What follows belongs to an exercise in optimizing a design on an open flow for small area, a short achievable clock period and few clock cycles per item; a production flow would make more cautious choices.
At most, simulation tests tie the RTL to the original design; equivalence was not proved.
Only the layout flow was run in run 2; the RTL was not checked for function there.

==> flow/design.v, too long to show whole: its modules and the start of the top module <==
// module bcmd_fa: 10 lines
// module bcmd_xtree: 819 lines
// module bcmd_shtree: 78 lines
// module bcmd_filt: 194 lines
// module bcmd_q1tree: 318 lines
// module bcmd_ttree: 372 lines
// module bcmd_atree: 103 lines
// module bcmd_mixsum: 473 lines
// module bcmd_magtree: 137 lines
// module bcmd_integ: 166 lines
// module bcmd_target: 122 lines
// module balance_car_motor_drive: 342 lines
module balance_car_motor_drive (
  input  wire logic        clk_i,
  input  wire logic        rst_ni,
  input  wire logic        cfg_we_i,
  input  wire logic [2:0]  cfg_idx_i,
  input  wire logic [14:0] cfg_data_i,
  input  wire logic        s_axis_tvalid_i,
  output logic             s_axis_tready_o,
  input  wire logic [95:0] s_axis_tdata_i,
  output logic             m_axis_tvalid_o,
  input  wire logic        m_axis_tready_i,
  output logic [31:0]      m_axis_tdata_o
);
  // ...
==> flow/run.sh <==
#!/bin/bash
# synth_recipe.tcl (not shown) runs the flow's synth.tcl, then flattens the netlist and writes it again
# the make line also repeats each setting of config.mk as NAME=value (left out here)
make -C /OpenROAD-flow-scripts/flow DESIGN_CONFIG=/design/flow/config.mk WORK_HOME=/design/flow/orfs CLKGATE_MAP_FILE= SYNTH_SCRIPT=/design/flow/synth_recipe.tcl finish
==> flow/config.mk <==
export PLATFORM = sky130hd
export DESIGN_NAME = balance_car_motor_drive
export DESIGN_NICKNAME = balance_car_motor_drive
export VERILOG_FILES = /design/flow/design.v
export SDC_FILE = /design/flow/constraint.sdc
export NUM_CORES = 4
export LEC_CHECK = 0
export CAP_MARGIN = 20
export CORE_MARGIN = 2
export CORE_UTILIZATION = 60
export PLACE_DENSITY = 0.7
export SETUP_SLACK_MARGIN = 5
export SLEW_MARGIN = 20
export SYNTH_HIERARCHICAL = 1
export SYNTH_MINIMUM_KEEP_SIZE = 0
==> flow/constraint.sdc <==
create_clock -name core_clock -period 12.0 [get_ports {clk_i}]
set_input_delay 2.4000 -clock core_clock [delete_from_list [all_inputs] [get_ports {clk_i}]]
set_output_delay 2.4000 -clock core_clock [all_outputs]
set_load 0.01 [all_outputs]
==> results.txt, run 1 <==
- The run finished with no timing, DRC or antenna violations.
- The final-layout clock-cell area share is 0.0395.
- The number of max-slew violations in the final report is 0.
- The most crowded layer after global routing is met2.
- Of the cells placed in the final design, the portion with a size suffix greater than 1 is 0.0733.
- In the global route stage, met1 resource usage came out at 0.385.
- The final critical path time including I/O delays and setup is 4.70 ns.
- The number of buffers inserted to repair setup after CTS is 0.
- The final sequential cell count is 753.
- The maximum frequency from static timing analysis is 213 MHz.
- For this block, the via count after detailed routing is 45859.
- The setup slack at placement is 7.04 ns.
- The ratio of final minimum period to clock period is 0.392.
- The path with the worst hold slack has its endpoint at s5_gate.
- The later pin in the worst-skew pair is clocked with a latency of 0.72 ns.
- Of all nets on the critical path, the largest fanout is 4.
- For this block, the routed nets add up to 166000 µm of wire.
- The floorplan row count is 125.
- The fraction of area in multi-input gates is 0.598.
- In this run the critical register-to-register path is launched from s5_bal[1].
- After clock tree synthesis, the clock-pin slew on the worst setup and hold paths is 0.06 ns.
- The cell at the root of the clock tree is clkbuf_16.
- The global routing usage on met3 is 0.0519.
- Summed over all layers, the global routing overflow is 0.
- The floorplan step set the die height to 347 µm.
- Traced cell by cell, the critical path runs through fa_1, fa_1, ha_1, fa_1, ha_1, nor2b_1, o21a_1, nor3_1, mux2i_1, nand3_1, a31oi_1, a21oi_1, o21a_1.
- The library cell used most frequently in the layout, excluding fill and tap cells, is fa_1.
- The filler cells instantiated in the layout total 9119.
- The number of cells on the critical path is 13.
- Routability-driven placement finished with a final weighted congestion of 0.936.
- Counting tap cells, the placed design contains a total of 7551 instances.
- The area taken by flip-flops and latches is 0.0214 mm².
- The maximum number of buffers from clock root to sink is 3.
Testbench counts, summed over its fixed seeds: cycles 3,264, items 3,200.
==> module bcmd_filt, before the edit <==
module bcmd_filt (
  input  wire [17:0] t,
  input  wire c2,
  input  wire [15:0] sh,
  output wire [17:0] tn
);
  wire [25:0] f_sum;
  wire f_1 = t[0] ^ t[2];
  wire f_2 = t[0] & t[2];
  wire f_3 = t[1] ^ t[3];
  wire f_4 = t[1] & t[3];
  wire f_5 = t[2] ^ t[4];
  wire f_6 = t[2] & t[4];
  wire f_7 = t[3] ^ t[5];
  wire f_8 = t[3] & t[5];
  wire f_9 = t[4] ^ t[6];
  wire f_10 = t[4] & t[6];
  wire f_11 = t[5] ^ t[7];
  wire f_12 = t[5] & t[7];
  wire f_13 = t[6] ^ t[8];
  wire f_14 = t[6] & t[8];
  wire f_15 = t[7] ^ t[9];
  wire f_16 = t[7] & t[9];
  wire f_17 = t[8] ^ t[10];
  wire f_18 = t[8] & t[10];
  wire f_19 = t[9] ^ t[11];
  wire f_20 = t[9] & t[11];
  wire f_21, f_22;
  bcmd_fa u_f_21 (.a(t[10]), .b(t[12]), .c(t[13]), .s(f_21), .co(f_22));
  wire f_23 = t[0] ^ t[3];
  wire f_24 = t[0] & t[3];
  wire f_25, f_26;
  bcmd_fa u_f_25 (.a(t[0]), .b(t[1]), .c(t[4]), .s(f_25), .co(f_26));
  wire f_27 = t[5] ^ c2;
  wire f_28 = t[5] & c2;
  wire f_29, f_30;
  bcmd_fa u_f_29 (.a(t[1]), .b(t[2]), .c(t[5]), .s(f_29), .co(f_30));
  wire f_31 = t[6] ^ t[17];
  wire f_32 = t[6] & t[17];
  wire f_33, f_34;
  bcmd_fa u_f_33 (.a(t[3]), .b(t[6]), .c(t[7]), .s(f_33), .co(f_34));
  wire f_35, f_36;
  bcmd_fa u_f_35 (.a(c2), .b(t[17]), .c(f_1), .s(f_35), .co(f_36));
  wire f_37, f_38;
  bcmd_fa u_f_37 (.a(t[4]), .b(t[7]), .c(t[8]), .s(f_37), .co(f_38));
  wire f_39, f_40;
  bcmd_fa u_f_39 (.a(sh[0]), .b(f_2), .c(f_3), .s(f_39), .co(f_40));
  wire f_41, f_42;
  bcmd_fa u_f_41 (.a(t[5]), .b(t[8]), .c(t[9]), .s(f_41), .co(f_42));
  wire f_43, f_44;
  bcmd_fa u_f_43 (.a(sh[1]), .b(f_4), .c(f_5), .s(f_43), .co(f_44));
  wire f_45, f_46;
  bcmd_fa u_f_45 (.a(t[6]), .b(t[9]), .c(t[10]), .s(f_45), .co(f_46));
  wire f_47, f_48;
  bcmd_fa u_f_47 (.a(sh[2]), .b(f_6), .c(f_7), .s(f_47), .co(f_48));
  wire f_49, f_50;
  bcmd_fa u_f_49 (.a(t[7]), .b(t[10]), .c(t[11]), .s(f_49), .co(f_50));
  wire f_51, f_52;
  bcmd_fa u_f_51 (.a(sh[3]), .b(f_8), .c(f_9), .s(f_51), .co(f_52));
  wire f_53, f_54;
  bcmd_fa u_f_53 (.a(t[8]), .b(t[11]), .c(t[12]), .s(f_53), .co(f_54));
  wire f_55, f_56;
  bcmd_fa u_f_55 (.a(sh[4]), .b(f_10), .c(f_11), .s(f_55), .co(f_56));
  wire f_57, f_58;
  bcmd_fa u_f_57 (.a(t[9]), .b(t[12]), .c(t[13]), .s(f_57), .co(f_58));
  wire f_59, f_60;
  bcmd_fa u_f_59 (.a(sh[5]), .b(f_12), .c(f_13), .s(f_59), .co(f_60));
  wire f_61, f_62;
  bcmd_fa u_f_61 (.a(t[10]), .b(t[13]), .c(t[14]), .s(f_61), .co(f_62));
  wire f_63, f_64;
  bcmd_fa u_f_63 (.a(sh[6]), .b(f_14), .c(f_15), .s(f_63), .co(f_64));
  wire f_65, f_66;
  bcmd_fa u_f_65 (.a(t[11]), .b(t[14]), .c(t[15]), .s(f_65), .co(f_66));
  wire f_67, f_68;
  bcmd_fa u_f_67 (.a(sh[7]), .b(f_16), .c(f_17), .s(f_67), .co(f_68));
  wire f_69, f_70;
  bcmd_fa u_f_69 (.a(t[12]), .b(t[15]), .c(t[16]), .s(f_69), .co(f_70));
  wire f_71, f_72;
  bcmd_fa u_f_71 (.a(sh[8]), .b(f_18), .c(f_19), .s(f_71), .co(f_72));
  wire f_73, f_74;
  bcmd_fa u_f_73 (.a(t[16]), .b(~t[17]), .c(sh[9]), .s(f_73), .co(f_74));
  wire f_75 = 1'b1 ^ f_20 ^ f_21;
  wire f_76 = (1'b1 & f_20) | (1'b1 & f_21) | (f_20 & f_21);
  wire f_77, f_78;
  bcmd_fa u_f_77 (.a(t[11]), .b(t[13]), .c(t[14]), .s(f_77), .co(f_78));
  wire f_79, f_80;
  bcmd_fa u_f_79 (.a(~t[17]), .b(sh[10]), .c(f_22), .s(f_79), .co(f_80));
  wire f_81, f_82;
  bcmd_fa u_f_81 (.a(t[12]), .b(t[14]), .c(t[15]), .s(f_81), .co(f_82));
  wire f_83 = sh[11] ^ 1'b1;
  wire f_84 = sh[11] & 1'b1;
  wire f_85, f_86;
  bcmd_fa u_f_85 (.a(t[13]), .b(t[15]), .c(t[16]), .s(f_85), .co(f_86));
  wire f_87 = sh[12] ^ 1'b1;
  wire f_88 = sh[12] & 1'b1;
  wire f_89, f_90;
  bcmd_fa u_f_89 (.a(t[14]), .b(t[16]), .c(~t[17]), .s(f_89), .co(f_90));
  wire f_91 = t[0] ^ t[1];
  wire f_92 = t[0] & t[1];
  wire f_93 = t[1] ^ t[2];
  wire f_94 = t[1] & t[2];
  wire f_95 = t[2] ^ t[3];
  wire f_96 = t[2] & t[3];
  wire f_97, f_98;
  bcmd_fa u_f_97 (.a(t[4]), .b(c2), .c(t[17]), .s(f_97), .co(f_98));
  wire f_99, f_100;
  bcmd_fa u_f_99 (.a(t[17]), .b(f_24), .c(f_25), .s(f_99), .co(f_100));
  wire f_101, f_102;
  bcmd_fa u_f_101 (.a(f_26), .b(f_28), .c(f_29), .s(f_101), .co(f_102));
  wire f_103, f_104;
  bcmd_fa u_f_103 (.a(f_30), .b(f_32), .c(f_33), .s(f_103), .co(f_104));
  wire f_105, f_106;
  bcmd_fa u_f_105 (.a(f_34), .b(f_36), .c(f_37), .s(f_105), .co(f_106));
  wire f_107, f_108;
  bcmd_fa u_f_107 (.a(f_38), .b(f_40), .c(f_41), .s(f_107), .co(f_108));
  wire f_109, f_110;
  bcmd_fa u_f_109 (.a(f_42), .b(f_44), .c(f_45), .s(f_109), .co(f_110));
  wire f_111, f_112;
  bcmd_fa u_f_111 (.a(f_46), .b(f_48), .c(f_49), .s(f_111), .co(f_112));
  wire f_113, f_114;
  bcmd_fa u_f_113 (.a(f_50), .b(f_52), .c(f_53), .s(f_113), .co(f_114));
  wire f_115, f_116;
  bcmd_fa u_f_115 (.a(f_54), .b(f_56), .c(f_57), .s(f_115), .co(f_116));
  wire f_117, f_118;
  bcmd_fa u_f_117 (.a(f_58), .b(f_60), .c(f_61), .s(f_117), .co(f_118));
  wire f_119, f_120;
  bcmd_fa u_f_119 (.a(f_62), .b(f_64), .c(f_65), .s(f_119), .co(f_120));
  wire f_121, f_122;
  bcmd_fa u_f_121 (.a(f_66), .b(f_68), .c(f_69), .s(f_121), .co(f_122));
  wire f_123, f_124;
  bcmd_fa u_f_123 (.a(f_70), .b(f_72), .c(f_73), .s(f_123), .co(f_124));
  wire f_125, f_126;
  bcmd_fa u_f_125 (.a(f_74), .b(f_76), .c(f_77), .s(f_125), .co(f_126));
  wire f_127, f_128;
  bcmd_fa u_f_127 (.a(f_78), .b(f_80), .c(f_81), .s(f_127), .co(f_128));
  wire f_129, f_130;
  bcmd_fa u_f_129 (.a(f_82), .b(f_84), .c(f_85), .s(f_129), .co(f_130));
  wire f_131, f_132;
  bcmd_fa u_f_131 (.a(sh[13]), .b(f_86), .c(f_88), .s(f_131), .co(f_132));
  wire f_133, f_134;
  bcmd_fa u_f_133 (.a(t[15]), .b(~t[17]), .c(sh[14]), .s(f_133), .co(f_134));
  wire f_135 = t[0] ^ c2;
  wire f_136 = t[0] & c2;
  wire f_137, f_138;
  bcmd_fa u_f_137 (.a(c2), .b(t[17]), .c(f_91), .s(f_137), .co(f_138));
  wire f_139, f_140;
  bcmd_fa u_f_139 (.a(t[17]), .b(f_92), .c(f_93), .s(f_139), .co(f_140));
  wire f_141, f_142;
  bcmd_fa u_f_141 (.a(t[17]), .b(f_94), .c(f_95), .s(f_141), .co(f_142));
  wire f_143, f_144;
  bcmd_fa u_f_143 (.a(f_23), .b(f_96), .c(f_97), .s(f_143), .co(f_144));
  wire f_145, f_146;
  bcmd_fa u_f_145 (.a(f_27), .b(f_98), .c(f_99), .s(f_145), .co(f_146));
  wire f_147, f_148;
  bcmd_fa u_f_147 (.a(f_31), .b(f_100), .c(f_101), .s(f_147), .co(f_148));
  wire f_149, f_150;
  bcmd_fa u_f_149 (.a(f_35), .b(f_102), .c(f_103), .s(f_149), .co(f_150));
  wire f_151, f_152;
  bcmd_fa u_f_151 (.a(f_39), .b(f_104), .c(f_105), .s(f_151), .co(f_152));
  wire f_153, f_154;
  bcmd_fa u_f_153 (.a(f_43), .b(f_106), .c(f_107), .s(f_153), .co(f_154));
  wire f_155, f_156;
  bcmd_fa u_f_155 (.a(f_47), .b(f_108), .c(f_109), .s(f_155), .co(f_156));
  wire f_157, f_158;
  bcmd_fa u_f_157 (.a(f_51), .b(f_110), .c(f_111), .s(f_157), .co(f_158));
  wire f_159, f_160;
  bcmd_fa u_f_159 (.a(f_55), .b(f_112), .c(f_113), .s(f_159), .co(f_160));
  wire f_161, f_162;
  bcmd_fa u_f_161 (.a(f_59), .b(f_114), .c(f_115), .s(f_161), .co(f_162));
  wire f_163, f_164;
  bcmd_fa u_f_163 (.a(f_63), .b(f_116), .c(f_117), .s(f_163), .co(f_164));
  wire f_165, f_166;
  bcmd_fa u_f_165 (.a(f_67), .b(f_118), .c(f_119), .s(f_165), .co(f_166));
  wire f_167, f_168;
  bcmd_fa u_f_167 (.a(f_71), .b(f_120), .c(f_121), .s(f_167), .co(f_168));
  wire f_169, f_170;
  bcmd_fa u_f_169 (.a(f_75), .b(f_122), .c(f_123), .s(f_169), .co(f_170));
  wire f_171, f_172;
  bcmd_fa u_f_171 (.a(f_79), .b(f_124), .c(f_125), .s(f_171), .co(f_172));
  wire f_173, f_174;
  bcmd_fa u_f_173 (.a(f_83), .b(f_126), .c(f_127), .s(f_173), .co(f_174));
  wire f_175, f_176;
  bcmd_fa u_f_175 (.a(f_87), .b(f_128), .c(f_129), .s(f_175), .co(f_176));
  wire f_177, f_178;
  bcmd_fa u_f_177 (.a(f_89), .b(f_130), .c(f_131), .s(f_177), .co(f_178));
  wire f_179, f_180;
  bcmd_fa u_f_179 (.a(f_90), .b(f_132), .c(f_133), .s(f_179), .co(f_180));
  wire f_181, f_182;
  bcmd_fa u_f_181 (.a(t[16]), .b(~sh[15]), .c(f_134), .s(f_181), .co(f_182));
  wire [25:0] f_ra = {1'b1, ~t[17], f_180, f_178, f_176, f_174, f_172, f_170, f_168, f_166, f_164, f_162, f_160, f_158, f_156, f_154, f_152, f_150, f_148, f_146, f_144, f_142, f_140, f_138, f_136, t[17]};
  wire [25:0] f_rb = {1'b0, f_182, f_181, f_179, f_177, f_175, f_173, f_171, f_169, f_167, f_165, f_163, f_161, f_159, f_157, f_155, f_153, f_151, f_149, f_147, f_145, f_143, f_141, f_139, f_137, f_135};
  assign f_sum = 26'(f_ra + f_rb);
  assign tn = f_sum[25:8];
endmodule
==> module bcmd_integ, before the edit <==
module bcmd_integ (
  input  wire [15:0] ig,
  input  wire [17:0] t,
  input  wire c2,
  input  wire [8:0] nm,
  input  wire mpos,
  input  wire [14:0] lim,
  output wire [15:0] integ
);
  wire i_1 = ig[8] ^ t[8];
  wire i_2 = ig[8] & t[8];
  wire i_3 = ig[0] ^ t[0];
  wire i_4 = ig[0] & t[0];
  wire i_5 = ig[1] ^ t[1];
  wire i_6 = ig[1] & t[1];
  wire i_7 = ig[2] ^ t[2];
  wire i_8 = ig[2] & t[2];
  wire i_9 = ig[3] ^ t[3];
  wire i_10 = ig[3] & t[3];
  wire i_11 = ig[4] ^ t[4];
  wire i_12 = ig[4] & t[4];
  wire i_13 = ig[5] ^ t[5];
  wire i_14 = ig[5] & t[5];
  wire i_15 = ig[6] ^ t[6];
  wire i_16 = ig[6] & t[6];
  wire i_17 = ig[7] ^ t[7];
  wire i_18 = ig[7] & t[7];
  wire i_19 = nm[8] ^ ~mpos ^ 1'b1;
  wire i_20 = (nm[8] & ~mpos) | (nm[8] & 1'b1) | (~mpos & 1'b1);
  wire i_21 = ig[9] ^ t[9] ^ 1'b1;
  wire i_22 = (ig[9] & t[9]) | (ig[9] & 1'b1) | (t[9] & 1'b1);
  wire i_23 = ig[10] ^ t[10];
  wire i_24 = ig[10] & t[10];
  wire i_25 = ig[11] ^ t[11];
  wire i_26 = ig[11] & t[11];
  wire i_27 = ig[12] ^ t[12];
  wire i_28 = ig[12] & t[12];
  wire i_29 = ig[13] ^ t[13];
  wire i_30 = ig[13] & t[13];
  wire i_31 = ig[14] ^ t[14];
  wire i_32 = ig[14] & t[14];
  wire i_33 = c2 ^ nm[0];
  wire i_34 = c2 & nm[0];
  wire i_35, i_36;
  bcmd_fa u_i_35 (.a(nm[1]), .b(i_4), .c(i_5), .s(i_35), .co(i_36));
  wire i_37, i_38;
  bcmd_fa u_i_37 (.a(nm[2]), .b(i_6), .c(i_7), .s(i_37), .co(i_38));
  wire i_39, i_40;
  bcmd_fa u_i_39 (.a(nm[3]), .b(i_8), .c(i_9), .s(i_39), .co(i_40));
  wire i_41, i_42;
  bcmd_fa u_i_41 (.a(nm[4]), .b(i_10), .c(i_11), .s(i_41), .co(i_42));
  wire i_43, i_44;
  bcmd_fa u_i_43 (.a(nm[5]), .b(i_12), .c(i_13), .s(i_43), .co(i_44));
  wire i_45, i_46;
  bcmd_fa u_i_45 (.a(nm[6]), .b(i_14), .c(i_15), .s(i_45), .co(i_46));
  wire i_47, i_48;
  bcmd_fa u_i_47 (.a(nm[7]), .b(i_16), .c(i_17), .s(i_47), .co(i_48));
  wire i_49, i_50;
  bcmd_fa u_i_49 (.a(i_1), .b(i_18), .c(i_19), .s(i_49), .co(i_50));
  wire i_51, i_52;
  bcmd_fa u_i_51 (.a(i_2), .b(i_20), .c(i_21), .s(i_51), .co(i_52));
  wire i_53 = 1'b1 ^ i_22 ^ i_23;
  wire i_54 = (1'b1 & i_22) | (1'b1 & i_23) | (i_22 & i_23);
  wire i_55 = 1'b1 ^ i_24 ^ i_25;
  wire i_56 = (1'b1 & i_24) | (1'b1 & i_25) | (i_24 & i_25);
  wire i_57 = 1'b1 ^ i_26 ^ i_27;
  wire i_58 = (1'b1 & i_26) | (1'b1 & i_27) | (i_26 & i_27);
  wire i_59 = 1'b1 ^ i_28 ^ i_29;
  wire i_60 = (1'b1 & i_28) | (1'b1 & i_29) | (i_28 & i_29);
  wire i_61 = 1'b1 ^ i_30 ^ i_31;
  wire i_62 = (1'b1 & i_30) | (1'b1 & i_31) | (i_30 & i_31);
  wire i_63, i_64;
  bcmd_fa u_i_63 (.a(~ig[15]), .b(t[15]), .c(i_32), .s(i_63), .co(i_64));
  wire i_65 = t[16] ^ 1'b1;
  wire i_66 = t[16] & 1'b1;
  wire [19:0] v = {1'b1, 1'b1, ~t[17], i_64, i_62, i_60, i_58, i_56, i_54, i_52, i_50, i_48, i_46, i_44, i_42, i_40, i_38, i_36, i_34, i_3} + {1'b0, 1'b0, i_66, i_65, i_63, i_61, i_59, i_57, i_55, i_53, i_51, i_49, i_47, i_45, i_43, i_41, i_39, i_37, i_35, i_33};
  wire [19:0] hsum;
  wire h_1 = i_3 ^ i_33;
  wire h_2 = i_3 & i_33;
  wire h_3, h_4;
  bcmd_fa u_h_3 (.a(i_34), .b(i_35), .c(~lim[1]), .s(h_3), .co(h_4));
  wire h_5, h_6;
  bcmd_fa u_h_5 (.a(i_36), .b(i_37), .c(~lim[2]), .s(h_5), .co(h_6));
  wire h_7, h_8;
  bcmd_fa u_h_7 (.a(i_38), .b(i_39), .c(~lim[3]), .s(h_7), .co(h_8));
  wire h_9, h_10;
  bcmd_fa u_h_9 (.a(i_40), .b(i_41), .c(~lim[4]), .s(h_9), .co(h_10));
  wire h_11, h_12;
  bcmd_fa u_h_11 (.a(i_42), .b(i_43), .c(~lim[5]), .s(h_11), .co(h_12));
  wire h_13, h_14;
  bcmd_fa u_h_13 (.a(i_44), .b(i_45), .c(~lim[6]), .s(h_13), .co(h_14));
  wire h_15, h_16;
  bcmd_fa u_h_15 (.a(i_46), .b(i_47), .c(~lim[7]), .s(h_15), .co(h_16));
  wire h_17, h_18;
  bcmd_fa u_h_17 (.a(i_48), .b(i_49), .c(~lim[8]), .s(h_17), .co(h_18));
  wire h_19, h_20;
  bcmd_fa u_h_19 (.a(i_50), .b(i_51), .c(~lim[9]), .s(h_19), .co(h_20));
  wire h_21, h_22;
  bcmd_fa u_h_21 (.a(i_52), .b(i_53), .c(~lim[10]), .s(h_21), .co(h_22));
  wire h_23, h_24;
  bcmd_fa u_h_23 (.a(i_54), .b(i_55), .c(~lim[11]), .s(h_23), .co(h_24));
  wire h_25, h_26;
  bcmd_fa u_h_25 (.a(i_56), .b(i_57), .c(~lim[12]), .s(h_25), .co(h_26));
  wire h_27, h_28;
  bcmd_fa u_h_27 (.a(i_58), .b(i_59), .c(~lim[13]), .s(h_27), .co(h_28));
  wire h_29, h_30;
  bcmd_fa u_h_29 (.a(i_60), .b(i_61), .c(~lim[14]), .s(h_29), .co(h_30));
  wire h_31 = i_62 ^ i_63 ^ 1'b1;
  wire h_32 = (i_62 & i_63) | (i_62 & 1'b1) | (i_63 & 1'b1);
  wire h_33 = i_64 ^ i_65 ^ 1'b1;
  wire h_34 = (i_64 & i_65) | (i_64 & 1'b1) | (i_65 & 1'b1);
  wire h_35 = ~t[17] ^ i_66 ^ 1'b1;
  wire h_36 = (~t[17] & i_66) | (~t[17] & 1'b1) | (i_66 & 1'b1);
  wire h_37 = 1'b1 ^ 1'b0 ^ 1'b1;
  wire h_38 = (1'b1 & 1'b0) | (1'b1 & 1'b1) | (1'b0 & 1'b1);
  wire h_39 = 1'b1 ^ 1'b0 ^ 1'b1;
  wire h_40 = (1'b1 & 1'b0) | (1'b1 & 1'b1) | (1'b0 & 1'b1);
  wire [19:0] h_ra = {h_38, h_36, h_34, h_32, h_30, h_28, h_26, h_24, h_22, h_20, h_18, h_16, h_14, h_12, h_10, h_8, h_6, h_4, h_2, ~lim[0]};
  wire [19:0] h_rb = {h_39, h_37, h_35, h_33, h_31, h_29, h_27, h_25, h_23, h_21, h_19, h_17, h_15, h_13, h_11, h_9, h_7, h_5, h_3, h_1};
  assign hsum = 20'(h_ra + h_rb);
  wire [19:0] osum;
  wire o_1 = i_3 ^ i_33;
  wire o_2 = i_3 & i_33;
  wire o_3, o_4;
  bcmd_fa u_o_3 (.a(i_34), .b(i_35), .c(lim[1]), .s(o_3), .co(o_4));
  wire o_5, o_6;
  bcmd_fa u_o_5 (.a(i_36), .b(i_37), .c(lim[2]), .s(o_5), .co(o_6));
  wire o_7, o_8;
  bcmd_fa u_o_7 (.a(i_38), .b(i_39), .c(lim[3]), .s(o_7), .co(o_8));
  wire o_9, o_10;
  bcmd_fa u_o_9 (.a(i_40), .b(i_41), .c(lim[4]), .s(o_9), .co(o_10));
  wire o_11, o_12;
  bcmd_fa u_o_11 (.a(i_42), .b(i_43), .c(lim[5]), .s(o_11), .co(o_12));
  wire o_13, o_14;
  bcmd_fa u_o_13 (.a(i_44), .b(i_45), .c(lim[6]), .s(o_13), .co(o_14));
  wire o_15, o_16;
  bcmd_fa u_o_15 (.a(i_46), .b(i_47), .c(lim[7]), .s(o_15), .co(o_16));
  wire o_17, o_18;
  bcmd_fa u_o_17 (.a(i_48), .b(i_49), .c(lim[8]), .s(o_17), .co(o_18));
  wire o_19, o_20;
  bcmd_fa u_o_19 (.a(i_50), .b(i_51), .c(lim[9]), .s(o_19), .co(o_20));
  wire o_21, o_22;
  bcmd_fa u_o_21 (.a(i_52), .b(i_53), .c(lim[10]), .s(o_21), .co(o_22));
  wire o_23, o_24;
  bcmd_fa u_o_23 (.a(i_54), .b(i_55), .c(lim[11]), .s(o_23), .co(o_24));
  wire o_25, o_26;
  bcmd_fa u_o_25 (.a(i_56), .b(i_57), .c(lim[12]), .s(o_25), .co(o_26));
  wire o_27, o_28;
  bcmd_fa u_o_27 (.a(i_58), .b(i_59), .c(lim[13]), .s(o_27), .co(o_28));
  wire o_29, o_30;
  bcmd_fa u_o_29 (.a(i_60), .b(i_61), .c(lim[14]), .s(o_29), .co(o_30));
  wire o_31 = i_62 ^ i_63;
  wire o_32 = i_62 & i_63;
  wire o_33 = i_64 ^ i_65;
  wire o_34 = i_64 & i_65;
  wire o_35 = ~t[17] ^ i_66;
  wire o_36 = ~t[17] & i_66;
  wire o_37 = 1'b1 ^ 1'b0;
  wire o_38 = 1'b1 & 1'b0;
  wire o_39 = 1'b1 ^ 1'b0;
  wire o_40 = 1'b1 & 1'b0;
  wire [19:0] o_ra = {o_38, o_36, o_34, o_32, o_30, o_28, o_26, o_24, o_22, o_20, o_18, o_16, o_14, o_12, o_10, o_8, o_6, o_4, o_2, lim[0]};
  wire [19:0] o_rb = {o_39, o_37, o_35, o_33, o_31, o_29, o_27, o_25, o_23, o_21, o_19, o_17, o_15, o_13, o_11, o_9, o_7, o_5, o_3, o_1};
  assign osum = 20'(o_ra + o_rb);
  assign integ = !hsum[19] ? {1'b0, lim} : osum[19] ? -{1'b0, lim} : v[15:0];
endmodule
==> run 2: changes to the inputs <==
--- a/flow/design.v
+++ b/flow/design.v
@@ -1176,6 +1176,7 @@
 endmodule
 module bcmd_filt (
   input  wire [17:0] t,
+  input  wire tsn,
   input  wire c2,
   input  wire [15:0] sh,
   output wire [17:0] tn
@@ -1183,188 +1184,208 @@
   wire [25:0] f_sum;
   wire f_1 = t[0] ^ t[2];
   wire f_2 = t[0] & t[2];
-  wire f_3 = t[1] ^ t[3];
-  wire f_4 = t[1] & t[3];
-  wire f_5 = t[2] ^ t[4];
-  wire f_6 = t[2] & t[4];
-  wire f_7 = t[3] ^ t[5];
-  wire f_8 = t[3] & t[5];
-  wire f_9 = t[4] ^ t[6];
-  wire f_10 = t[4] & t[6];
-  wire f_11 = t[5] ^ t[7];
-  wire f_12 = t[5] & t[7];
-  wire f_13 = t[6] ^ t[8];
-  wire f_14 = t[6] & t[8];
-  wire f_15 = t[7] ^ t[9];
-  wire f_16 = t[7] & t[9];
-  wire f_17 = t[8] ^ t[10];
-  wire f_18 = t[8] & t[10];
-  wire f_19 = t[9] ^ t[11];
-  wire f_20 = t[9] & t[11];
-  wire f_21, f_22;
-  bcmd_fa u_f_21 (.a(t[10]), .b(t[12]), .c(t[13]), .s(f_21), .co(f_22));
-  wire f_23 = t[0] ^ t[3];
-  wire f_24 = t[0] & t[3];
-  wire f_25, f_26;
-  bcmd_fa u_f_25 (.a(t[0]), .b(t[1]), .c(t[4]), .s(f_25), .co(f_26));
-  wire f_27 = t[5] ^ c2;
-  wire f_28 = t[5] & c2;
-  wire f_29, f_30;
-  bcmd_fa u_f_29 (.a(t[1]), .b(t[2]), .c(t[5]), .s(f_29), .co(f_30));
-  wire f_31 = t[6] ^ t[17];
-  wire f_32 = t[6] & t[17];
-  wire f_33, f_34;
-  bcmd_fa u_f_33 (.a(t[3]), .b(t[6]), .c(t[7]), .s(f_33), .co(f_34));
+  wire f_3, f_4;
+  bcmd_fa u_f_3 (.a(t[1]), .b(t[3]), .c(t[4]), .s(f_3), .co(f_4));
+  wire f_5 = t[7] ^ t[8];
+  wire f_6 = t[7] & t[8];
+  wire f_7, f_8;
+  bcmd_fa u_f_7 (.a(t[2]), .b(t[4]), .c(t[5]), .s(f_7), .co(f_8));
+  wire f_9 = t[8] ^ t[9];
+  wire f_10 = t[8] & t[9];
+  wire f_11, f_12;
+  bcmd_fa u_f_11 (.a(t[3]), .b(t[5]), .c(t[6]), .s(f_11), .co(f_12));
+  wire f_13 = t[9] ^ t[10];
+  wire f_14 = t[9] & t[10];
+  wire f_15, f_16;
+  bcmd_fa u_f_15 (.a(t[4]), .b(t[6]), .c(t[7]), .s(f_15), .co(f_16));
+  wire f_17 = t[10] ^ t[11];
+  wire f_18 = t[10] & t[11];
+  wire f_19, f_20;
+  bcmd_fa u_f_19 (.a(t[5]), .b(t[7]), .c(t[8]), .s(f_19), .co(f_20));
+  wire f_21 = t[11] ^ t[12];
+  wire f_22 = t[11] & t[12];
+  wire f_23, f_24;
+  bcmd_fa u_f_23 (.a(t[6]), .b(t[8]), .c(t[9]), .s(f_23), .co(f_24));
+  wire f_25 = t[12] ^ t[13];
+  wire f_26 = t[12] & t[13];
+  wire f_27, f_28;
+  bcmd_fa u_f_27 (.a(t[7]), .b(t[9]), .c(t[10]), .s(f_27), .co(f_28));
+  wire f_29 = t[13] ^ t[14];
+  wire f_30 = t[13] & t[14];
+  wire f_31, f_32;
+  bcmd_fa u_f_31 (.a(t[8]), .b(t[10]), .c(t[11]), .s(f_31), .co(f_32));
+  wire f_33 = t[14] ^ t[15];
+  wire f_34 = t[14] & t[15];
   wire f_35, f_36;
-  bcmd_fa u_f_35 (.a(c2), .b(t[17]), .c(f_1), .s(f_35), .co(f_36));
-  wire f_37, f_38;
-  bcmd_fa u_f_37 (.a(t[4]), .b(t[7]), .c(t[8]), .s(f_37), .co(f_38));
+  bcmd_fa u_f_35 (.a(t[9]), .b(t[11]), .c(t[12]), .s(f_35), .co(f_36));
+  wire f_37 = t[15] ^ t[16];
+  wire f_38 = t[15] & t[16];
   wire f_39, f_40;
-  bcmd_fa u_f_39 (.a(sh[0]), .b(f_2), .c(f_3), .s(f_39), .co(f_40));
-  wire f_41, f_42;
-  bcmd_fa u_f_41 (.a(t[5]), .b(t[8]), .c(t[9]), .s(f_41), .co(f_42));
+  bcmd_fa u_f_39 (.a(t[10]), .b(t[12]), .c(t[13]), .s(f_39), .co(f_40));
+  wire f_41 = t[0] ^ t[3];
+  wire f_42 = t[0] & t[3];
   wire f_43, f_44;
-  bcmd_fa u_f_43 (.a(sh[1]), .b(f_4), .c(f_5), .s(f_43), .co(f_44));
-  wire f_45, f_46;
-  bcmd_fa u_f_45 (.a(t[6]), .b(t[9]), .c(t[10]), .s(f_45), .co(f_46));
+  bcmd_fa u_f_43 (.a(t[0]), .b(t[1]), .c(t[4]), .s(f_43), .co(f_44));
+  wire f_45 = t[5] ^ c2;
+  wire f_46 = t[5] & c2;
   wire f_47, f_48;
-  bcmd_fa u_f_47 (.a(sh[2]), .b(f_6), .c(f_7), .s(f_47), .co(f_48));
-  wire f_49, f_50;
-  bcmd_fa u_f_49 (.a(t[7]), .b(t[10]), .c(t[11]), .s(f_49), .co(f_50));
+  bcmd_fa u_f_47 (.a(t[1]), .b(t[2]), .c(t[5]), .s(f_47), .co(f_48));
+  wire f_49 = t[6] ^ 1'b1;
+  wire f_50 = t[6] & 1'b1;
   wire f_51, f_52;
-  bcmd_fa u_f_51 (.a(sh[3]), .b(f_8), .c(f_9), .s(f_51), .co(f_52));
-  wire f_53, f_54;
-  bcmd_fa u_f_53 (.a(t[8]), .b(t[11]), .c(t[12]), .s(f_53), .co(f_54));
-  wire f_55, f_56;
-  bcmd_fa u_f_55 (.a(sh[4]), .b(f_10), .c(f_11), .s(f_55), .co(f_56));
+  bcmd_fa u_f_51 (.a(t[3]), .b(t[6]), .c(t[7]), .s(f_51), .co(f_52));
+  wire f_53 = c2 ^ 1'b1 ^ f_1;
+  wire f_54 = (c2 & 1'b1) | (c2 & f_1) | (1'b1 & f_1);
+  wire f_55 = t[17] ^ sh[0] ^ 1'b1;
+  wire f_56 = (t[17] & sh[0]) | (t[17] & 1'b1) | (sh[0] & 1'b1);
   wire f_57, f_58;
-  bcmd_fa u_f_57 (.a(t[9]), .b(t[12]), .c(t[13]), .s(f_57), .co(f_58));
-  wire f_59, f_60;
-  bcmd_fa u_f_59 (.a(sh[5]), .b(f_12), .c(f_13), .s(f_59), .co(f_60));
+  bcmd_fa u_f_57 (.a(f_2), .b(f_3), .c(f_5), .s(f_57), .co(f_58));
+  wire f_59 = sh[1] ^ 1'b1 ^ f_4;
+  wire f_60 = (sh[1] & 1'b1) | (sh[1] & f_4) | (1'b1 & f_4);
   wire f_61, f_62;
-  bcmd_fa u_f_61 (.a(t[10]), .b(t[13]), .c(t[14]), .s(f_61), .co(f_62));
-  wire f_63, f_64;
-  bcmd_fa u_f_63 (.a(sh[6]), .b(f_14), .c(f_15), .s(f_63), .co(f_64));
+  bcmd_fa u_f_61 (.a(f_6), .b(f_7), .c(f_9), .s(f_61), .co(f_62));
+  wire f_63 = sh[2] ^ 1'b1 ^ f_8;
+  wire f_64 = (sh[2] & 1'b1) | (sh[2] & f_8) | (1'b1 & f_8);
   wire f_65, f_66;
-  bcmd_fa u_f_65 (.a(t[11]), .b(t[14]), .c(t[15]), .s(f_65), .co(f_66));
-  wire f_67, f_68;
-  bcmd_fa u_f_67 (.a(sh[7]), .b(f_16), .c(f_17), .s(f_67), .co(f_68));
+  bcmd_fa u_f_65 (.a(f_10), .b(f_11), .c(f_13), .s(f_65), .co(f_66));
+  wire f_67 = sh[3] ^ 1'b1 ^ f_12;
+  wire f_68 = (sh[3] & 1'b1) | (sh[3] & f_12) | (1'b1 & f_12);
   wire f_69, f_70;
-  bcmd_fa u_f_69 (.a(t[12]), .b(t[15]), .c(t[16]), .s(f_69), .co(f_70));
-  wire f_71, f_72;
-  bcmd_fa u_f_71 (.a(sh[8]), .b(f_18), .c(f_19), .s(f_71), .co(f_72));
+  bcmd_fa u_f_69 (.a(f_14), .b(f_15), .c(f_17), .s(f_69), .co(f_70));
+  wire f_71 = sh[4] ^ 1'b1 ^ f_16;
+  wire f_72 = (sh[4] & 1'b1) | (sh[4] & f_16) | (1'b1 & f_16);
   wire f_73, f_74;
-  bcmd_fa u_f_73 (.a(t[16]), .b(~t[17]), .c(sh[9]), .s(f_73), .co(f_74));
-  wire f_75 = 1'b1 ^ f_20 ^ f_21;
-  wire f_76 = (1'b1 & f_20) | (1'b1 & f_21) | (f_20 & f_21);
+  bcmd_fa u_f_73 (.a(f_18), .b(f_19), .c(f_21), .s(f_73), .co(f_74));
+  wire f_75 = sh[5] ^ 1'b1 ^ f_20;
+  wire f_76 = (sh[5] & 1'b1) | (sh[5] & f_20) | (1'b1 & f_20);
   wire f_77, f_78;
-  bcmd_fa u_f_77 (.a(t[11]), .b(t[13]), .c(t[14]), .s(f_77), .co(f_78));
-  wire f_79, f_80;
-  bcmd_fa u_f_79 (.a(~t[17]), .b(sh[10]), .c(f_22), .s(f_79), .co(f_80));
+  bcmd_fa u_f_77 (.a(f_22), .b(f_23), .c(f_25), .s(f_77), .co(f_78));
+  wire f_79 = sh[6] ^ 1'b1 ^ f_24;
+  wire f_80 = (sh[6] & 1'b1) | (sh[6] & f_24) | (1'b1 & f_24);
   wire f_81, f_82;
-  bcmd_fa u_f_81 (.a(t[12]), .b(t[14]), .c(t[15]), .s(f_81), .co(f_82));
-  wire f_83 = sh[11] ^ 1'b1;
-  wire f_84 = sh[11] & 1'b1;
+  bcmd_fa u_f_81 (.a(f_26), .b(f_27), .c(f_29), .s(f_81), .co(f_82));
+  wire f_83 = sh[7] ^ 1'b1 ^ f_28;
+  wire f_84 = (sh[7] & 1'b1) | (sh[7] & f_28) | (1'b1 & f_28);
   wire f_85, f_86;
-  bcmd_fa u_f_85 (.a(t[13]), .b(t[15]), .c(t[16]), .s(f_85), .co(f_86));
-  wire f_87 = sh[12] ^ 1'b1;
-  wire f_88 = sh[12] & 1'b1;
+  bcmd_fa u_f_85 (.a(f_30), .b(f_31), .c(f_33), .s(f_85), .co(f_86));
+  wire f_87 = sh[8] ^ 1'b1 ^ f_32;
+  wire f_88 = (sh[8] & 1'b1) | (sh[8] & f_32) | (1'b1 & f_32);
   wire f_89, f_90;
-  bcmd_fa u_f_89 (.a(t[14]), .b(t[16]), .c(~t[17]), .s(f_89), .co(f_90));
-  wire f_91 = t[0] ^ t[1];
-  wire f_92 = t[0] & t[1];
-  wire f_93 = t[1] ^ t[2];
-  wire f_94 = t[1] & t[2];
-  wire f_95 = t[2] ^ t[3];
-  wire f_96 = t[2] & t[3];
+  bcmd_fa u_f_89 (.a(f_34), .b(f_35), .c(f_37), .s(f_89), .co(f_90));
+  wire f_91, f_92;
+  bcmd_fa u_f_91 (.a(t[16]), .b(tsn), .c(sh[9]), .s(f_91), .co(f_92));
+  wire f_93, f_94;
+  bcmd_fa u_f_93 (.a(f_36), .b(f_38), .c(f_39), .s(f_93), .co(f_94));
+  wire f_95, f_96;
+  bcmd_fa u_f_95 (.a(t[11]), .b(t[13]), .c(t[14]), .s(f_95), .co(f_96));
   wire f_97, f_98;
-  bcmd_fa u_f_97 (.a(t[4]), .b(c2), .c(t[17]), .s(f_97), .co(f_98));
+  bcmd_fa u_f_97 (.a(tsn), .b(sh[10]), .c(f_40), .s(f_97), .co(f_98));
   wire f_99, f_100;
-  bcmd_fa u_f_99 (.a(t[17]), .b(f_24), .c(f_25), .s(f_99), .co(f_100));
-  wire f_101, f_102;
-  bcmd_fa u_f_101 (.a(f_26), .b(f_28), .c(f_29), .s(f_101), .co(f_102));
+  bcmd_fa u_f_99 (.a(t[12]), .b(t[14]), .c(t[15]), .s(f_99), .co(f_100));
+  wire f_101 = sh[11] ^ 1'b1;
+  wire f_102 = sh[11] & 1'b1;
   wire f_103, f_104;
-  bcmd_fa u_f_103 (.a(f_30), .b(f_32), .c(f_33), .s(f_103), .co(f_104));
-  wire f_105, f_106;
-  bcmd_fa u_f_105 (.a(f_34), .b(f_36), .c(f_37), .s(f_105), .co(f_106));
+  bcmd_fa u_f_103 (.a(t[13]), .b(t[15]), .c(t[16]), .s(f_103), .co(f_104));
+  wire f_105 = sh[12] ^ 1'b1;
+  wire f_106 = sh[12] & 1'b1;
   wire f_107, f_108;
-  bcmd_fa u_f_107 (.a(f_38), .b(f_40), .c(f_41), .s(f_107), .co(f_108));
-  wire f_109, f_110;
-  bcmd_fa u_f_109 (.a(f_42), .b(f_44), .c(f_45), .s(f_109), .co(f_110));
+  bcmd_fa u_f_107 (.a(t[14]), .b(t[16]), .c(tsn), .s(f_107), .co(f_108));
+  wire f_109 = t[0] ^ c2;
+  wire f_110 = t[0] & c2;
   wire f_111, f_112;
-  bcmd_fa u_f_111 (.a(f_46), .b(f_48), .c(f_49), .s(f_111), .co(f_112));
-  wire f_113, f_114;
-  bcmd_fa u_f_113 (.a(f_50), .b(f_52), .c(f_53), .s(f_113), .co(f_114));
-  wire f_115, f_116;
-  bcmd_fa u_f_115 (.a(f_54), .b(f_56), .c(f_57), .s(f_115), .co(f_116));
-  wire f_117, f_118;
-  bcmd_fa u_f_117 (.a(f_58), .b(f_60), .c(f_61), .s(f_117), .co(f_118));
-  wire f_119, f_120;
-  bcmd_fa u_f_119 (.a(f_62), .b(f_64), .c(f_65), .s(f_119), .co(f_120));
+  bcmd_fa u_f_111 (.a(t[0]), .b(t[1]), .c(c2), .s(f_111), .co(f_112));
+  wire f_113 = t[1] ^ t[2];
+  wire f_114 = t[1] & t[2];
+  wire f_115 = t[2] ^ t[3];
+  wire f_116 = t[2] & t[3];
+  wire f_117 = t[4] ^ c2 ^ 1'b1;
+  wire f_118 = (t[4] & c2) | (t[4] & 1'b1) | (c2 & 1'b1);
+  wire f_119 = 1'b1 ^ f_42 ^ f_43;
+  wire f_120 = (1'b1 & f_42) | (1'b1 & f_43) | (f_42 & f_43);
   wire f_121, f_122;
-  bcmd_fa u_f_121 (.a(f_66), .b(f_68), .c(f_69), .s(f_121), .co(f_122));
+  bcmd_fa u_f_121 (.a(f_44), .b(f_46), .c(f_47), .s(f_121), .co(f_122));
   wire f_123, f_124;
-  bcmd_fa u_f_123 (.a(f_70), .b(f_72), .c(f_73), .s(f_123), .co(f_124));
+  bcmd_fa u_f_123 (.a(f_48), .b(f_50), .c(f_51), .s(f_123), .co(f_124));
   wire f_125, f_126;
-  bcmd_fa u_f_125 (.a(f_74), .b(f_76), .c(f_77), .s(f_125), .co(f_126));
+  bcmd_fa u_f_125 (.a(f_52), .b(f_54), .c(f_55), .s(f_125), .co(f_126));
   wire f_127, f_128;
-  bcmd_fa u_f_127 (.a(f_78), .b(f_80), .c(f_81), .s(f_127), .co(f_128));
+  bcmd_fa u_f_127 (.a(f_56), .b(f_58), .c(f_59), .s(f_127), .co(f_128));
   wire f_129, f_130;
-  bcmd_fa u_f_129 (.a(f_82), .b(f_84), .c(f_85), .s(f_129), .co(f_130));
+  bcmd_fa u_f_129 (.a(f_60), .b(f_62), .c(f_63), .s(f_129), .co(f_130));
   wire f_131, f_132;
-  bcmd_fa u_f_131 (.a(sh[13]), .b(f_86), .c(f_88), .s(f_131), .co(f_132));
+  bcmd_fa u_f_131 (.a(f_64), .b(f_66), .c(f_67), .s(f_131), .co(f_132));
   wire f_133, f_134;
-  bcmd_fa u_f_133 (.a(t[15]), .b(~t[17]), .c(sh[14]), .s(f_133), .co(f_134));
-  wire f_135 = t[0] ^ c2;
-  wire f_136 = t[0] & c2;
+  bcmd_fa u_f_133 (.a(f_68), .b(f_70), .c(f_71), .s(f_133), .co(f_134));
+  wire f_135, f_136;
+  bcmd_fa u_f_135 (.a(f_72), .b(f_74), .c(f_75), .s(f_135), .co(f_136));
   wire f_137, f_138;
-  bcmd_fa u_f_137 (.a(c2), .b(t[17]), .c(f_91), .s(f_137), .co(f_138));
+  bcmd_fa u_f_137 (.a(f_76), .b(f_78), .c(f_79), .s(f_137), .co(f_138));
   wire f_139, f_140;
-  bcmd_fa u_f_139 (.a(t[17]), .b(f_92), .c(f_93), .s(f_139), .co(f_140));
+  bcmd_fa u_f_139 (.a(f_80), .b(f_82), .c(f_83), .s(f_139), .co(f_140));
   wire f_141, f_142;
-  bcmd_fa u_f_141 (.a(t[17]), .b(f_94), .c(f_95), .s(f_141), .co(f_142));
+  bcmd_fa u_f_141 (.a(f_84), .b(f_86), .c(f_87), .s(f_141), .co(f_142));
   wire f_143, f_144;
-  bcmd_fa u_f_143 (.a(f_23), .b(f_96), .c(f_97), .s(f_143), .co(f_144));
+  bcmd_fa u_f_143 (.a(f_88), .b(f_90), .c(f_91), .s(f_143), .co(f_144));
   wire f_145, f_146;
-  bcmd_fa u_f_145 (.a(f_27), .b(f_98), .c(f_99), .s(f_145), .co(f_146));
+  bcmd_fa u_f_145 (.a(f_92), .b(f_94), .c(f_95), .s(f_145), .co(f_146));
   wire f_147, f_148;
-  bcmd_fa u_f_147 (.a(f_31), .b(f_100), .c(f_101), .s(f_147), .co(f_148));
+  bcmd_fa u_f_147 (.a(f_96), .b(f_98), .c(f_99), .s(f_147), .co(f_148));
   wire f_149, f_150;
-  bcmd_fa u_f_149 (.a(f_35), .b(f_102), .c(f_103), .s(f_149), .co(f_150));
+  bcmd_fa u_f_149 (.a(f_100), .b(f_102), .c(f_103), .s(f_149), .co(f_150));
   wire f_151, f_152;
-  bcmd_fa u_f_151 (.a(f_39), .b(f_104), .c(f_105), .s(f_151), .co(f_152));
+  bcmd_fa u_f_151 (.a(sh[13]), .b(f_104), .c(f_106), .s(f_151), .co(f_152));
   wire f_153, f_154;
-  bcmd_fa u_f_153 (.a(f_43), .b(f_106), .c(f_107), .s(f_153), .co(f_154));
-  wire f_155, f_156;
-  bcmd_fa u_f_155 (.a(f_47), .b(f_108), .c(f_109), .s(f_155), .co(f_156));
-  wire f_157, f_158;
-  bcmd_fa u_f_157 (.a(f_51), .b(f_110), .c(f_111), .s(f_157), .co(f_158));
-  wire f_159, f_160;
-  bcmd_fa u_f_159 (.a(f_55), .b(f_112), .c(f_113), .s(f_159), .co(f_160));
-  wire f_161, f_162;
-  bcmd_fa u_f_161 (.a(f_59), .b(f_114), .c(f_115), .s(f_161), .co(f_162));
+  bcmd_fa u_f_153 (.a(t[15]), .b(tsn), .c(sh[14]), .s(f_153), .co(f_154));
+  wire f_155 = tsn ^ 1'b1;
+  wire f_156 = tsn & 1'b1;
+  wire f_157 = 1'b1 ^ f_110 ^ f_111;
+  wire f_158 = (1'b1 & f_110) | (1'b1 & f_111) | (f_110 & f_111);
+  wire f_159 = 1'b1 ^ f_112 ^ f_113;
+  wire f_160 = (1'b1 & f_112) | (1'b1 & f_113) | (f_112 & f_113);
+  wire f_161 = 1'b1 ^ f_114 ^ f_115;
+  wire f_162 = (1'b1 & f_114) | (1'b1 & f_115) | (f_114 & f_115);
   wire f_163, f_164;
-  bcmd_fa u_f_163 (.a(f_63), .b(f_116), .c(f_117), .s(f_163), .co(f_164));
+  bcmd_fa u_f_163 (.a(f_41), .b(f_116), .c(f_117), .s(f_163), .co(f_164));
   wire f_165, f_166;
-  bcmd_fa u_f_165 (.a(f_67), .b(f_118), .c(f_119), .s(f_165), .co(f_166));
+  bcmd_fa u_f_165 (.a(f_45), .b(f_118), .c(f_119), .s(f_165), .co(f_166));
   wire f_167, f_168;
-  bcmd_fa u_f_167 (.a(f_71), .b(f_120), .c(f_121), .s(f_167), .co(f_168));
+  bcmd_fa u_f_167 (.a(f_49), .b(f_120), .c(f_121), .s(f_167), .co(f_168));
   wire f_169, f_170;
-  bcmd_fa u_f_169 (.a(f_75), .b(f_122), .c(f_123), .s(f_169), .co(f_170));
+  bcmd_fa u_f_169 (.a(f_53), .b(f_122), .c(f_123), .s(f_169), .co(f_170));
   wire f_171, f_172;
-  bcmd_fa u_f_171 (.a(f_79), .b(f_124), .c(f_125), .s(f_171), .co(f_172));
+  bcmd_fa u_f_171 (.a(f_57), .b(f_124), .c(f_125), .s(f_171), .co(f_172));
   wire f_173, f_174;
-  bcmd_fa u_f_173 (.a(f_83), .b(f_126), .c(f_127), .s(f_173), .co(f_174));
+  bcmd_fa u_f_173 (.a(f_61), .b(f_126), .c(f_127), .s(f_173), .co(f_174));
   wire f_175, f_176;
-  bcmd_fa u_f_175 (.a(f_87), .b(f_128), .c(f_129), .s(f_175), .co(f_176));
+  bcmd_fa u_f_175 (.a(f_65), .b(f_128), .c(f_129), .s(f_175), .co(f_176));
   wire f_177, f_178;
-  bcmd_fa u_f_177 (.a(f_89), .b(f_130), .c(f_131), .s(f_177), .co(f_178));
+  bcmd_fa u_f_177 (.a(f_69), .b(f_130), .c(f_131), .s(f_177), .co(f_178));
   wire f_179, f_180;
-  bcmd_fa u_f_179 (.a(f_90), .b(f_132), .c(f_133), .s(f_179), .co(f_180));
+  bcmd_fa u_f_179 (.a(f_73), .b(f_132), .c(f_133), .s(f_179), .co(f_180));
   wire f_181, f_182;
-  bcmd_fa u_f_181 (.a(t[16]), .b(~sh[15]), .c(f_134), .s(f_181), .co(f_182));
-  wire [25:0] f_ra = {1'b1, ~t[17], f_180, f_178, f_176, f_174, f_172, f_170, f_168, f_166, f_164, f_162, f_160, f_158, f_156, f_154, f_152, f_150, f_148, f_146, f_144, f_142, f_140, f_138, f_136, t[17]};
-  wire [25:0] f_rb = {1'b0, f_182, f_181, f_179, f_177, f_175, f_173, f_171, f_169, f_167, f_165, f_163, f_161, f_159, f_157, f_155, f_153, f_151, f_149, f_147, f_145, f_143, f_141, f_139, f_137, f_135};
+  bcmd_fa u_f_181 (.a(f_77), .b(f_134), .c(f_135), .s(f_181), .co(f_182));
+  wire f_183, f_184;
+  bcmd_fa u_f_183 (.a(f_81), .b(f_136), .c(f_137), .s(f_183), .co(f_184));
+  wire f_185, f_186;
+  bcmd_fa u_f_185 (.a(f_85), .b(f_138), .c(f_139), .s(f_185), .co(f_186));
+  wire f_187, f_188;
+  bcmd_fa u_f_187 (.a(f_89), .b(f_140), .c(f_141), .s(f_187), .co(f_188));
+  wire f_189, f_190;
+  bcmd_fa u_f_189 (.a(f_93), .b(f_142), .c(f_143), .s(f_189), .co(f_190));
+  wire f_191, f_192;
+  bcmd_fa u_f_191 (.a(f_97), .b(f_144), .c(f_145), .s(f_191), .co(f_192));
+  wire f_193, f_194;
+  bcmd_fa u_f_193 (.a(f_101), .b(f_146), .c(f_147), .s(f_193), .co(f_194));
+  wire f_195, f_196;
+  bcmd_fa u_f_195 (.a(f_105), .b(f_148), .c(f_149), .s(f_195), .co(f_196));
+  wire f_197, f_198;
+  bcmd_fa u_f_197 (.a(f_107), .b(f_150), .c(f_151), .s(f_197), .co(f_198));
+  wire f_199, f_200;
+  bcmd_fa u_f_199 (.a(f_108), .b(f_152), .c(f_153), .s(f_199), .co(f_200));
+  wire f_201, f_202;
+  bcmd_fa u_f_201 (.a(t[16]), .b(~sh[15]), .c(f_154), .s(f_201), .co(f_202));
+  wire [25:0] f_ra = {1'b1, tsn, f_200, f_198, f_196, f_194, f_192, f_190, f_188, f_186, f_184, f_182, f_180, f_178, f_176, f_174, f_172, f_170, f_168, f_166, f_164, f_162, f_160, f_158, f_156, f_109};
+  wire [25:0] f_rb = {1'b0, f_202, f_201, f_199, f_197, f_195, f_193, f_191, f_189, f_187, f_185, f_183, f_181, f_179, f_177, f_175, f_173, f_171, f_169, f_167, f_165, f_163, f_161, f_159, f_157, f_155};
   assign f_sum = 26'(f_ra + f_rb);
   assign tn = f_sum[25:8];
 endmodule
@@ -2774,6 +2795,7 @@
 module bcmd_integ (
   input  wire [15:0] ig,
   input  wire [17:0] t,
+  input  wire tsn,
   input  wire c2,
   input  wire [8:0] nm,
   input  wire mpos,
@@ -2846,7 +2868,7 @@
   bcmd_fa u_i_63 (.a(~ig[15]), .b(t[15]), .c(i_32), .s(i_63), .co(i_64));
   wire i_65 = t[16] ^ 1'b1;
   wire i_66 = t[16] & 1'b1;
-  wire [19:0] v = {1'b1, 1'b1, ~t[17], i_64, i_62, i_60, i_58, i_56, i_54, i_52, i_50, i_48, i_46, i_44, i_42, i_40, i_38, i_36, i_34, i_3} + {1'b0, 1'b0, i_66, i_65, i_63, i_61, i_59, i_57, i_55, i_53, i_51, i_49, i_47, i_45, i_43, i_41, i_39, i_37, i_35, i_33};
+  wire [19:0] v = {1'b1, 1'b1, tsn, i_64, i_62, i_60, i_58, i_56, i_54, i_52, i_50, i_48, i_46, i_44, i_42, i_40, i_38, i_36, i_34, i_3} + {1'b0, 1'b0, i_66, i_65, i_63, i_61, i_59, i_57, i_55, i_53, i_51, i_49, i_47, i_45, i_43, i_41, i_39, i_37, i_35, i_33};
   wire [19:0] hsum;
   wire h_1 = i_3 ^ i_33;
   wire h_2 = i_3 & i_33;
@@ -2882,8 +2904,8 @@
   wire h_32 = (i_62 & i_63) | (i_62 & 1'b1) | (i_63 & 1'b1);
   wire h_33 = i_64 ^ i_65 ^ 1'b1;
   wire h_34 = (i_64 & i_65) | (i_64 & 1'b1) | (i_65 & 1'b1);
-  wire h_35 = ~t[17] ^ i_66 ^ 1'b1;
-  wire h_36 = (~t[17] & i_66) | (~t[17] & 1'b1) | (i_66 & 1'b1);
+  wire h_35 = tsn ^ i_66 ^ 1'b1;
+  wire h_36 = (tsn & i_66) | (tsn & 1'b1) | (i_66 & 1'b1);
   wire h_37 = 1'b1 ^ 1'b0 ^ 1'b1;
   wire h_38 = (1'b1 & 1'b0) | (1'b1 & 1'b1) | (1'b0 & 1'b1);
   wire h_39 = 1'b1 ^ 1'b0 ^ 1'b1;
@@ -2926,8 +2948,8 @@
   wire o_32 = i_62 & i_63;
   wire o_33 = i_64 ^ i_65;
   wire o_34 = i_64 & i_65;
-  wire o_35 = ~t[17] ^ i_66;
-  wire o_36 = ~t[17] & i_66;
+  wire o_35 = tsn ^ i_66;
+  wire o_36 = tsn & i_66;
   wire o_37 = 1'b1 ^ 1'b0;
   wire o_38 = 1'b1 & 1'b0;
   wire o_39 = 1'b1 ^ 1'b0;
@@ -3190,13 +3212,13 @@
     end
   end
   logic [17:0] filt_t_q;
-  logic        filt_z_q, filt_c;
-  assign filt_c = filt_t_q[17] && filt_z_q;
+  logic        filt_sn_q;     
+  logic        filt_c_q;
   logic [15:0] target_q;
   logic        started_q;
   logic [9:0]  stepv_q;
   logic [17:0] st2_tn;
-  bcmd_filt u_filt (.t(filt_t_q), .c2(filt_c), .sh(s2_sh), .tn(st2_tn));
+  bcmd_filt u_filt (.t(filt_t_q), .tsn(filt_sn_q), .c2(filt_c_q), .sh(s2_sh), .tn(st2_tn));
   logic [9:0]  st2_step;
   logic [15:0] st2_target;
   assign st2_step = started_q ? stepv_q : s2_stepl;
@@ -3207,12 +3229,14 @@
   always_ff @(posedge clk_i or negedge rst_ni) begin
     if (!rst_ni) begin
       filt_t_q  <= '0;
-      filt_z_q  <= 1'b0;
+      filt_sn_q <= 1'b1;
+      filt_c_q  <= 1'b0;
       target_q  <= '0;
       started_q <= 1'b0;
     end else if (adv && v2_q) begin
       filt_t_q  <= st2_tn;
-      filt_z_q  <= s2_slnz;
+      filt_sn_q <= !st2_tn[17];
+      filt_c_q  <= st2_tn[17] && s2_slnz;
       target_q  <= st2_target;
       started_q <= s2_turn;
     end
@@ -3223,8 +3247,7 @@
   logic [19:0] s3_bal;
   logic        s3_bc;
   logic [17:0] s3_ft;
-  logic        s3_fz, s3_fc;
-  assign s3_fc = s3_ft[17] && s3_fz;
+  logic        s3_fc;
   logic [15:0] s3_yaw;
   logic [8:0]  s3_nm;
   logic        s3_mpos, s3_gate, s3_stop;
@@ -3232,7 +3255,7 @@
     if (adv) begin
       s3_bal  <= st2_x[35:16];
       s3_ft   <= st2_tn;
-      s3_fz   <= s2_slnz;
+      s3_fc   <= st2_tn[17] && s2_slnz;
       s3_bc   <= st2_x[35] && (st2_x[15:0] != 16'd0);
       s3_yaw  <= s2_yaw;
       s3_nm   <= s2_mneg ? {1'b0, drv_spd_q} : s2_mpos ? 9'd256 - {1'b0, drv_spd_q} : 9'd0;
@@ -3243,7 +3266,7 @@
   end
   logic [15:0] integ_q;
   logic [15:0] st3_integ;
-  bcmd_integ u_integ (.ig(integ_q), .t(filt_t_q), .c2(filt_c), .nm(s3_nm), .mpos(s3_mpos),
+  bcmd_integ u_integ (.ig(integ_q), .t(filt_t_q), .tsn(filt_sn_q), .c2(filt_c_q), .nm(s3_nm), .mpos(s3_mpos),
                       .lim(int_lim_q), .integ(st3_integ));
   always_ff @(posedge clk_i or negedge rst_ni) begin
     if (!rst_ni) begin
==> run 2 against run 1 <==
Clock-buffer cell count is 6 higher. First-iteration DRC count decreased by 7.0%. Hold slack worse by 0.011 ns. Non-clock buffer count shrank 7. Fmax is 8.5% lower. Final area is 0.21% higher. Via count up 0.14%. Register-to-register slack worse by 0.44 ns. Critical path type unchanged.
==> results.txt, run 2 <==
- The flow ran to the end and the layout has no timing, DRC or antenna violations.
- The netlist area before placement is 0.0708 mm².
- The final number of setup-violating endpoints is 0.
- In this design, the stage delay of the slowest critical-path cell is 0.68 ns.
- The largest net degree at the start of global routing is 187.
- The worst min-delay path category is flop to flop.
- The die covers 0.121 mm².
- The floorplan row count is 126 (+0.80%).
- The number of buffers inserted for hold repair after clock tree synthesis is 0.
- The count of vias placed by the detailed router came to 45923 (+0.14%).
- The sort of element at the start of the critical path is a flop.
- The global-route wire length before repair is 265000 µm.
- The average instance area after synthesis is 11.2 µm².
- At the worst endpoint, the required time is 12.62 ns.
- For the pin with the worst max-slew slack, the measured transition is 1.03 ns.
- The total routing resource utilization after global routing is 0.280.
- TritonCTS built the clock tree.
- The total number of nets in the final design is 7876.
- Dividing the detail-routed via count by the number of cells gives 5.87.
- The number of levels in the clock H-tree is 3.
- The critical path endpoint category is a flop.
- The half-perimeter wire length after placement is 129000 µm.
- The maximum frequency from static timing analysis is 195 MHz (-8.5%).
- After detailed routing, the number of remaining DRC violations is 0.
- For this configuration, the core starts out at a cell density of 0.602.
- The tool flagged a number of max-cap violations equal to 0.
- The antenna violation net count after detailed routing is 0.
- The violation count after the first detailed-route iteration is 3354.
- Once the clock tree was built, the resizer swapped 0 gates to a different size.
- The number of hold-slack violations in the final timing report came to 0.
- The vertical extent of the die came to 348 µm (+0.15%).
- The count of warnings emitted by yosys is 7.
- The number of global-route vias before repair is 47687.
- The final critical path time including I/O delays and setup came to 5.14 ns (+0.438 ns).
- The ratio of final minimum period to clock period is 0.428 (+0.0365).
- The area taken by flip-flops and latches is 0.0214 mm² (+0.12%).
- The number of antenna violations at the first check in global routing is 7.
- In the final layout, the multi-input gates occupy 0.0447 mm².
- The worst clock skew is 0.0264 ns.
- The placeable core region is 0.118 mm².
- The arrival time of data at the critical path endpoint is 5.76 ns.
- The leftover overflow at the end of global routing is 0 (unchanged).
- The die is 348 µm wide.
- The final wirelength was 165000 µm (-0.66%).
- The share of cells above drive strength 1 is 0.0655 (-0.00782).
- The number of buffers created by CTS is 85.
- The number of buffer and inverter stages on the critical path is 0.
- The sink count of the clock tree is 754.
- The maximum number of buffers from clock root to sink is 3 (unchanged).
- The number of fill cells is 9262 (+1.6%).
- The number of max-slew violations in the final report was 0 (unchanged).
- In this design, the critical path's most frequently occurring cell is fa_1.
- The critical path goes through fa_1, fa_1, fa_1, fa_1, ha_1, a21oi_1, o21ai_0, a21oi_1, o211a_1, o31ai_4, a21oi_1, and2_1, mux2_2.
- The area growth from synthesis to layout is 5.79%.
- After routing, the total negative slack on setup checks comes to 0 ns.
- The top cell types in the final layout, fill and taps aside, are fa_1 (915), nand2_1 (790), ha_1 (625).
- The slack of the worst reg-to-reg path is 6.86 ns.
- The clock insertion delay at the later pin of the skew report is 0.70 ns (-0.02 ns).
- The detailed-router iteration count before antenna repair is 6.
- The antenna diode instance count is 0.
- The largest individual stage delay along the critical path comes from the cell a21oi_1.
- The final weighted congestion in routability-driven placement was 0.923 (-1.4%).
- CTS placed an instance of clkbuf_16 at the clock tree root.
- The count of buffers added on input and output ports is 144.
- Leaving out fill and tap cells, the most frequent cell in the layout is fa_1.
- The largest registers in the layout are s2_xa (36), s2_xb (36).
- After detailed routing, the average wire length per cell comes to 21.1 µm.
- The clock transition at the register clock pins on the worst setup and hold paths after CTS is 0.07 ns (about the same).
- The peak fanout along the critical path is 8 (+4).
- The kind of critical path is flop to flop.
- Headroom to the max-slew limit came out at 0.308.
- Grouping stages by cell kind, the critical path spends the most delay in adder cells.
- During I/O placement, the number of pins put on the boundary was 153.
- Setup repair after global routing left no endpoint under its margin.
- The cell count after synthesis is 6340.
- The number of buffers inserted to repair setup after CTS was 0 (unchanged).
-- run 2: metrics by stage --
stage / hold slack, ns / area [µm²] / util / worst slack (ns) / std cells
3_5_place_dp: 0.405 / 72000 / 0.612 / 6.91 / 7666
6_report: 0.402 / 74900 / 0.637 / 6.86 / 7824
4_1_cts: 0.395 / 74900 / 0.637 / 6.94 / 7824
3_3_place_gp: 0.401 / 72000 / 0.612 / 6.95 / 7666
2_1_floorplan: 0.359 / 70900 / - / 3.33 / 6346
5_1_grt: 0.415 / 74900 / 0.637 / 6.70 / 7824
-- run 2: area by class of cell --
type,count,area share
well taps,1536,0.0257
clock buffers,111,0.0322
repair buffers,174,0.0224
clock inverters,47,0.00691
flip-flops and latches,754,0.286
multi-input cells,4602,0.597
inverters,600,0.0301
-- run 2: per-layer routing --
layer | vias up | track usage | wire, µm
met2 | 1566 | 0.460 | 78300
met3 | 263 | 0.0501 | 11900
met4 | 12 | 0.0829 | 4430
li1 | 21089 | - | -
met5 | - | 0 | 69
met1 | 22993 | 0.384 | 70300
-- run 2: final timing paths --
kind                                   end        start  cells past startpoint
worst min-delay path            s4_bal[13]   s3_bal[13]                      0
worst min register to register  s4_bal[13]   s3_bal[13]                      0
max in group asynchronous         bkd_q[2]       rst_ni                      2
min in group asynchronous            fwd_q       rst_ni                      1
worst max register to register    filt_c_q  filt_t_q[4]                     13
worst max-delay path              filt_c_q  filt_t_q[4]                     13

separate check: timing with driven ports:
In the flow no input, the clock included, has a driving cell. The finished layouts below were timed again as built, in two steps. Step 1: set_driving_cell puts a clkbuf_16 on clk_i and a buf_2 on each other input, an assumption about the parent block. Step 2, shift: input delay + t, output delay - t, t = (earliest + latest rising clock arrival at the registers) / 2. This alone moves slack from input paths to output paths. Three values: no drivers, after step 1, after step 2; two values: the first two.
run | shift t [ns] | setup WS [ns] | hold WS [ns] | worst setup path after step 2 | clock arrival spread, ns
run 1 | 0.778 | 7.301 / 7.301 / 6.955 | 0.414 / 0.414 / 0.414 | input to register | 0.054 / 0.055
run 2 | 0.768 | 6.864 / 6.864 / 6.864 | 0.402 / 0.402 / 0.402 | register to register | 0.027 / 0.027
After both steps every run listed still meets setup and hold. The setup slack of run 1, which loses most, moves by 0.000 ns with the drivers and by -0.346 ns with both steps.
